This design comes from an exercise in tuning for small area, a short achievable clock period and few clock cycles on the open sky130 flow, not from production work. Where RTL was checked, it was by simulation tests only, not by an equivalence proof against the original. Power and IR drop assume default switching activity.

==> 07-16: inputs <==
==> flow/design.v (excerpt) <==
module packed_12bit_sample_file_decoder
(
  input  logic               clk_i,
  input  logic               rst_ni,
  input  logic               byte_valid_i,
  output logic               byte_ready_o,
  input  logic [7:0]         byte_data_i,
  input  logic               byte_last_i,
  output logic               res_valid_o,
  input  logic               res_ready_i,
  output logic [1:0]         res_kind_o,
  output logic signed [15:0] res_sample_o,
  output logic [15:0]        res_rate_hz_o,
  output logic [1:0]         res_rate_source_o,
  output logic               res_looped_o,
  output logic [16:0]        res_attack_len_o,
  output logic [16:0]        res_repeat_len_o,
  output logic [1:0]         res_error_code_o,
  output logic               res_end_of_run_o
);
clock: 8.5 ns
lec_check: 0
cap_margin: 20
core_margin: 2
core_utilization: 40
slew_margin: 20
standard.sh (not shown) runs the stock make flow with config.mk's settings and CLKGATE_MAP_FILE= SYNTH_SCRIPT=/design/flow/synth_recipe.tcl, a recipe that flattens the netlist after the stock synthesis.
==> flow/flow/run.sh <==
#!/bin/bash
# The standard layout (standard.sh) with these make settings: SETUP_SLACK_MARGIN=5.8 "BUFFER_PORTS_ARGS=-buffer_cell sky130_fd_sc_hd__buf_1"
# The make output goes to make_finish.log; each ORFS step logs under orfs/logs/.
set -euo pipefail
bash standard.sh SETUP_SLACK_MARGIN=5.8 "BUFFER_PORTS_ARGS=-buffer_cell sky130_fd_sc_hd__buf_1" finish > make_finish.log 2>&1
==> 02-18: changes against 07-16 <==
--- a/flow/design.v
+++ b/flow/design.v
@@ -22,12 +22,10 @@
 module pk12_parse
 (
   input  logic        clk_i,
   input  logic        rst_ni,
   input  logic        proc_i,
-  input  logic        av_i,      
-  input  logic        hdr_i,     
   input  logic [7:0]  data_i,
   input  logic        last_i,
   output logic        mod_o,     
   output logic        nw_o,      
   output pk12_pkg::ent_t ent_o,
@@ -44,12 +42,10 @@
   logic        lp_q, lok_q;
   logic [2:0]  rate_q;
   logic [1:0]  rsrc_q;
   logic [16:0] atkn_q, repn_q;  
   logic [1:0]  ph_q;          
-  logic        dp_q;          
-  logic        ld;            
   logic [7:0]  b0_q;          
   assign ph_q = pos_q[1:0];
   logic [7:0]  magic_b;
   always_comb begin
     case (pos_q[2:0])
@@ -64,17 +60,12 @@
   logic atk_z, rep_z, atk_1, rep_1, rem_z, rem_le1;
   assign atk_z   = (atkn_q[16:1] == '1) && atkn_q[0];
   assign rep_z   = (repn_q[16:1] == '1) && repn_q[0];
   assign atk_1   = (atkn_q[16:1] == '1) && !atkn_q[0];
   assign rep_1   = (repn_q[16:1] == '1) && !repn_q[0];
-  logic atk_2, rep_2, rem_1, rem_le2;
-  assign atk_2   = (atkn_q[16:2] == '1) && !atkn_q[1] && atkn_q[0];
-  assign rep_2   = (repn_q[16:2] == '1) && !repn_q[1] && repn_q[0];
-  assign rem_1   = (atk_z && rep_1) || (atk_1 && rep_z);
-  assign rem_le2 = (atk_z && (rep_z || rep_1 || rep_2)) || (atk_1 && (rep_z || rep_1)) || (atk_2 && rep_z);
-  assign rem_z   = dp_q ? rem_1   : (atk_z && rep_z);
-  assign rem_le1 = dp_q ? rem_le2 : ((atk_z && (rep_z || rep_1)) || (atk_1 && rep_z));
+  assign rem_z   = atk_z && rep_z;
+  assign rem_le1 = (atk_z && (rep_z || rep_1)) || (atk_1 && rep_z);
   logic [6:0] dm;   
   assign dm = data_i[7:1];
   assign mod_o = !skip_q && (pl_q ? (ph_q != 2'd0) : (pos_q >= 5'd22));
   assign nw_o  = !skip_q && (last_i || (pl_q ? (ph_q != 2'd0) : (pos_q == 5'd31)));
   logic ended;
@@ -132,13 +123,12 @@
         end
       endcase
     end
   end
   assign ent_o = ent;
-  assign ld = av_i && !skip_q && !pl_q && !hdr_i;
   always_ff @(posedge clk_i) begin
-    if (ld) begin
+    if (proc_i && !skip_q && !pl_q) begin
       if (pos_q == 5'd22) begin
         lp_q  <= (data_i == pk12_pkg::LOOP_ON);
         lok_q <= (data_i == pk12_pkg::LOOP_ON) || (data_i == pk12_pkg::LOOP_OFF);
       end
       if (pos_q == 5'd23) begin
@@ -165,34 +155,30 @@
           rate_q <= 3'b001; rsrc_q <= pk12_pkg::SRC_DEFAULT;
         end
       end
     end
   end
-  always_ff @(posedge clk_i or negedge rst_ni) begin
-    if (!rst_ni) dp_q <= 1'b0;
-    else         dp_q <= proc_i && dec;
-  end
   always_ff @(posedge clk_i) begin
-    if (ld) begin
-      if (1'b1) begin
+    if (proc_i && !skip_q) begin
+      if (!pl_q) begin
         if (pos_q == 5'd24) atkn_q[7:0]  <= ~data_i;
         if (pos_q == 5'd25) atkn_q[15:8] <= ~data_i;
         if (pos_q == 5'd26) atkn_q[16]   <= ~data_i[0];
         if (pos_q == 5'd27) repn_q[7:0]  <= ~data_i;
         if (pos_q == 5'd28) repn_q[15:8] <= ~data_i;
         if (pos_q == 5'd29) repn_q[16]   <= ~data_i[0];
-      end
-    end else if (dp_q) begin
-      begin
+      end else if (dec) begin
         if (!atk_z) atkn_q <= atkn_q + 17'd1;
         else        repn_q <= repn_q + 17'd1;
       end
     end
   end
   always_ff @(posedge clk_i) begin
-    if (av_i && !skip_q && pl_q && ph_q == 2'd0) b0_q <= data_i;
-    if (proc_i && !skip_q && pl_q && ph_q == 2'd1) b0_q[3:0] <= data_i[3:0];
+    if (proc_i && !skip_q && pl_q) begin
+      if (ph_q == 2'd0) b0_q      <= data_i;
+      if (ph_q == 2'd1) b0_q[3:0] <= data_i[3:0];
+    end
   end
   always_ff @(posedge clk_i or negedge rst_ni) begin
     if (!rst_ni) begin
       skip_q  <= 1'b0;
       pl_q    <= 1'b0;
@@ -348,12 +334,10 @@
   end
   pk12_parse u_parse (
     .clk_i    (clk_i),
     .rst_ni   (rst_ni),
     .proc_i   (proc),
-    .av_i     (a_v_q),
-    .hdr_i    (hh),
     .data_i   (a_d_q),
     .last_i   (a_l_q),
     .mod_o    (mod),
     .nw_o     (nw),
     .ent_o    (ent),
==> flow/flow/run.sh (replaced) <==
#!/bin/bash
# The standard layout (standard.sh) with these make settings: SETUP_SLACK_MARGIN=5.7 "BUFFER_PORTS_ARGS=-buffer_cell sky130_fd_sc_hd__buf_1" "CTS_ARGS=-sink_clustering_enable -repair_clock_nets -sink_clustering_size 50 -sink_clustering_max_diameter 300 -dont_use_dummy_load"
# The make output goes to make_finish.log; each ORFS step logs under orfs/logs/.
set -euo pipefail
bash standard.sh SETUP_SLACK_MARGIN=5.7 "BUFFER_PORTS_ARGS=-buffer_cell sky130_fd_sc_hd__buf_1" "CTS_ARGS=-sink_clustering_enable -repair_clock_nets -sink_clustering_size 50 -sink_clustering_max_diameter 300 -dont_use_dummy_load" finish > make_finish.log 2>&1
- TNS_END_PERCENT: default -> 0
==> 07-15: changes against 07-16 <==
--- a/flow/design.v
+++ b/flow/design.v
@@ -22,12 +22,10 @@
 module pk12_parse
 (
   input  logic        clk_i,
   input  logic        rst_ni,
   input  logic        proc_i,
-  input  logic        av_i,      
-  input  logic        hdr_i,     
   input  logic [7:0]  data_i,
   input  logic        last_i,
   output logic        mod_o,     
   output logic        nw_o,      
   output pk12_pkg::ent_t ent_o,
@@ -44,12 +42,10 @@
   logic        lp_q, lok_q;
   logic [2:0]  rate_q;
   logic [1:0]  rsrc_q;
   logic [16:0] atkn_q, repn_q;  
   logic [1:0]  ph_q;          
-  logic        dp_q;          
-  logic        ld;            
   logic [7:0]  b0_q;          
   assign ph_q = pos_q[1:0];
   logic [7:0]  magic_b;
   always_comb begin
     case (pos_q[2:0])
@@ -64,17 +60,12 @@
   logic atk_z, rep_z, atk_1, rep_1, rem_z, rem_le1;
   assign atk_z   = (atkn_q[16:1] == '1) && atkn_q[0];
   assign rep_z   = (repn_q[16:1] == '1) && repn_q[0];
   assign atk_1   = (atkn_q[16:1] == '1) && !atkn_q[0];
   assign rep_1   = (repn_q[16:1] == '1) && !repn_q[0];
-  logic atk_2, rep_2, rem_1, rem_le2;
-  assign atk_2   = (atkn_q[16:2] == '1) && !atkn_q[1] && atkn_q[0];
-  assign rep_2   = (repn_q[16:2] == '1) && !repn_q[1] && repn_q[0];
-  assign rem_1   = (atk_z && rep_1) || (atk_1 && rep_z);
-  assign rem_le2 = (atk_z && (rep_z || rep_1 || rep_2)) || (atk_1 && (rep_z || rep_1)) || (atk_2 && rep_z);
-  assign rem_z   = dp_q ? rem_1   : (atk_z && rep_z);
-  assign rem_le1 = dp_q ? rem_le2 : ((atk_z && (rep_z || rep_1)) || (atk_1 && rep_z));
+  assign rem_z   = atk_z && rep_z;
+  assign rem_le1 = (atk_z && (rep_z || rep_1)) || (atk_1 && rep_z);
   logic [6:0] dm;   
   assign dm = data_i[7:1];
   assign mod_o = !skip_q && (pl_q ? (ph_q != 2'd0) : (pos_q >= 5'd22));
   assign nw_o  = !skip_q && (last_i || (pl_q ? (ph_q != 2'd0) : (pos_q == 5'd31)));
   logic ended;
@@ -132,13 +123,12 @@
         end
       endcase
     end
   end
   assign ent_o = ent;
-  assign ld = av_i && !skip_q && !pl_q && !hdr_i;
   always_ff @(posedge clk_i) begin
-    if (ld) begin
+    if (proc_i && !skip_q && !pl_q) begin
       if (pos_q == 5'd22) begin
         lp_q  <= (data_i == pk12_pkg::LOOP_ON);
         lok_q <= (data_i == pk12_pkg::LOOP_ON) || (data_i == pk12_pkg::LOOP_OFF);
       end
       if (pos_q == 5'd23) begin
@@ -165,34 +155,30 @@
           rate_q <= 3'b001; rsrc_q <= pk12_pkg::SRC_DEFAULT;
         end
       end
     end
   end
-  always_ff @(posedge clk_i or negedge rst_ni) begin
-    if (!rst_ni) dp_q <= 1'b0;
-    else         dp_q <= proc_i && dec;
-  end
   always_ff @(posedge clk_i) begin
-    if (ld) begin
-      if (1'b1) begin
+    if (proc_i && !skip_q) begin
+      if (!pl_q) begin
         if (pos_q == 5'd24) atkn_q[7:0]  <= ~data_i;
         if (pos_q == 5'd25) atkn_q[15:8] <= ~data_i;
         if (pos_q == 5'd26) atkn_q[16]   <= ~data_i[0];
         if (pos_q == 5'd27) repn_q[7:0]  <= ~data_i;
         if (pos_q == 5'd28) repn_q[15:8] <= ~data_i;
         if (pos_q == 5'd29) repn_q[16]   <= ~data_i[0];
-      end
-    end else if (dp_q) begin
-      begin
+      end else if (dec) begin
         if (!atk_z) atkn_q <= atkn_q + 17'd1;
         else        repn_q <= repn_q + 17'd1;
       end
     end
   end
   always_ff @(posedge clk_i) begin
-    if (av_i && !skip_q && pl_q && ph_q == 2'd0) b0_q <= data_i;
-    if (proc_i && !skip_q && pl_q && ph_q == 2'd1) b0_q[3:0] <= data_i[3:0];
+    if (proc_i && !skip_q && pl_q) begin
+      if (ph_q == 2'd0) b0_q      <= data_i;
+      if (ph_q == 2'd1) b0_q[3:0] <= data_i[3:0];
+    end
   end
   always_ff @(posedge clk_i or negedge rst_ni) begin
     if (!rst_ni) begin
       skip_q  <= 1'b0;
       pl_q    <= 1'b0;
@@ -348,12 +334,10 @@
   end
   pk12_parse u_parse (
     .clk_i    (clk_i),
     .rst_ni   (rst_ni),
     .proc_i   (proc),
-    .av_i     (a_v_q),
-    .hdr_i    (hh),
     .data_i   (a_d_q),
     .last_i   (a_l_q),
     .mod_o    (mod),
     .nw_o     (nw),
     .ent_o    (ent),
==> notes <==
The highest first-iteration DRC count belongs to 07-15, the lowest to 02-18. Final cell count: 07-16 > 07-15 > 02-18. Against 02-18, the combinational power of 07-15 is larger by 7.8%. In sequential power, 07-15 and 02-18 hardly differ. Final area: 07-16 > 07-15 > 02-18. The highest global-route usage belongs to 07-15, the lowest to 07-16. Against 02-18, the maximum frequency of 07-16 is smaller by about 2.4%. Worst setup slack, highest first: 02-18, 07-15, 07-16. In 07-15 the via count is lower than in 07-16, by 4.5%. Of 07-16 and 02-18, 07-16 has the higher synthesized area (gap about 3.6%, measured against 02-18).
==> figures <==
item	07-16	07-15	02-18
Worst hold-check slack	485.3 ps	476.7 ps	479.0 ps
Number of sinks on the clock net	101	100	100
Cell area after layout	0.006750 mm²	0.006645 mm²	0.006350 mm²
Core ar.	0.01442 mm²	0.01383 mm²	0.01383 mm²
Gate power share	30.5%	30.2%	30.4%
Most instantiated library cell after synthesis	-	nor2_1	nor2_1
Fill count	1380	1303	1303
Pwr Total	1.628 mW	1.598 mW	1.470 mW
Number of global-route vias before repair	4373	4260	4192
Syn_area_per_cell	9.929 µm²	9.924 µm²	9.924 µm²
Complex-gate fraction of the synthesized area	13.35%	13.49%	13.49%
Cell-internal power	1.027 mW	1.059 mW	0.9564 mW
Outcome	complete, no violations	complete, no violations	complete, no violations
Met3 wirelength from detailed routing	910 µm	843 µm	895 µm
Post-Synth Simple-Gate Area	21.54%	19.65%	19.65%
Most frequent standard cell in the layout excluding fill and tap cells	edfxtp_1	edfxtp_1	nor2_1
Wire length per cell after detailed routing	17.72 µm	17.79 µm	17.89 µm
Multi-input gates	418	403	403
Post-synthesis xor/xnor area fraction	4.493%	5.274%	5.274%
Area share of the largest cell type after synthesis	40.56%	42.01%	42.01%
Worst slack after detailed placement	5282 ps	5026 ps	5155 ps
Total placed cells including tap cells	801	776	776
Testbench counts of 02-18, summed over its fixed seeds: cycles 40,452.
Testbench counts of 07-15, summed over its fixed seeds: cycles 40,452.
No functional check of the RTL was part of 07-16.

==> afterwards: timing with drivers on the ports <==
In the flow no input, the clock included, has a driving cell. The finished layouts below were timed again as built, in two steps. Step 1 (the two cells are an assumption about what drives the block):
set clk [get_ports {clk_i}]
set_driving_cell -lib_cell sky130_fd_sc_hd__clkbuf_16 $clk
set_driving_cell -lib_cell sky130_fd_sc_hd__buf_2 [delete_from_list [all_inputs] $clk]
Step 2 times the ports against the registers' clock, not the clock port: input delays grow and output delays shrink by t, the midpoint of the rising clock arrivals with the driver on. Three values: ideal, step 1, step 2; two values: the first two.
run	t (ns)	setup WS [ns]	hold WS [ns]	slew at the worst register clock pin (ns)	worst slew at a driven data input, ns
07-16	0.398	5.546 / 5.503 / 5.426	0.485 / 0.485 / 0.485	0.08 / 0.08	0.05
02-18	0.389	5.615 / 5.576 / 5.296	0.479 / 0.479 / 0.479	0.07 / 0.07	0.03
07-15	0.383	5.603 / 5.562 / 5.441	0.477 / 0.477 / 0.477	0.07 / 0.07	0.06
After both steps every run listed still meets setup and hold. For 02-18, which loses most, drivers alone change the setup slack by -0.039 ns; drivers and shift together by -0.319 ns.
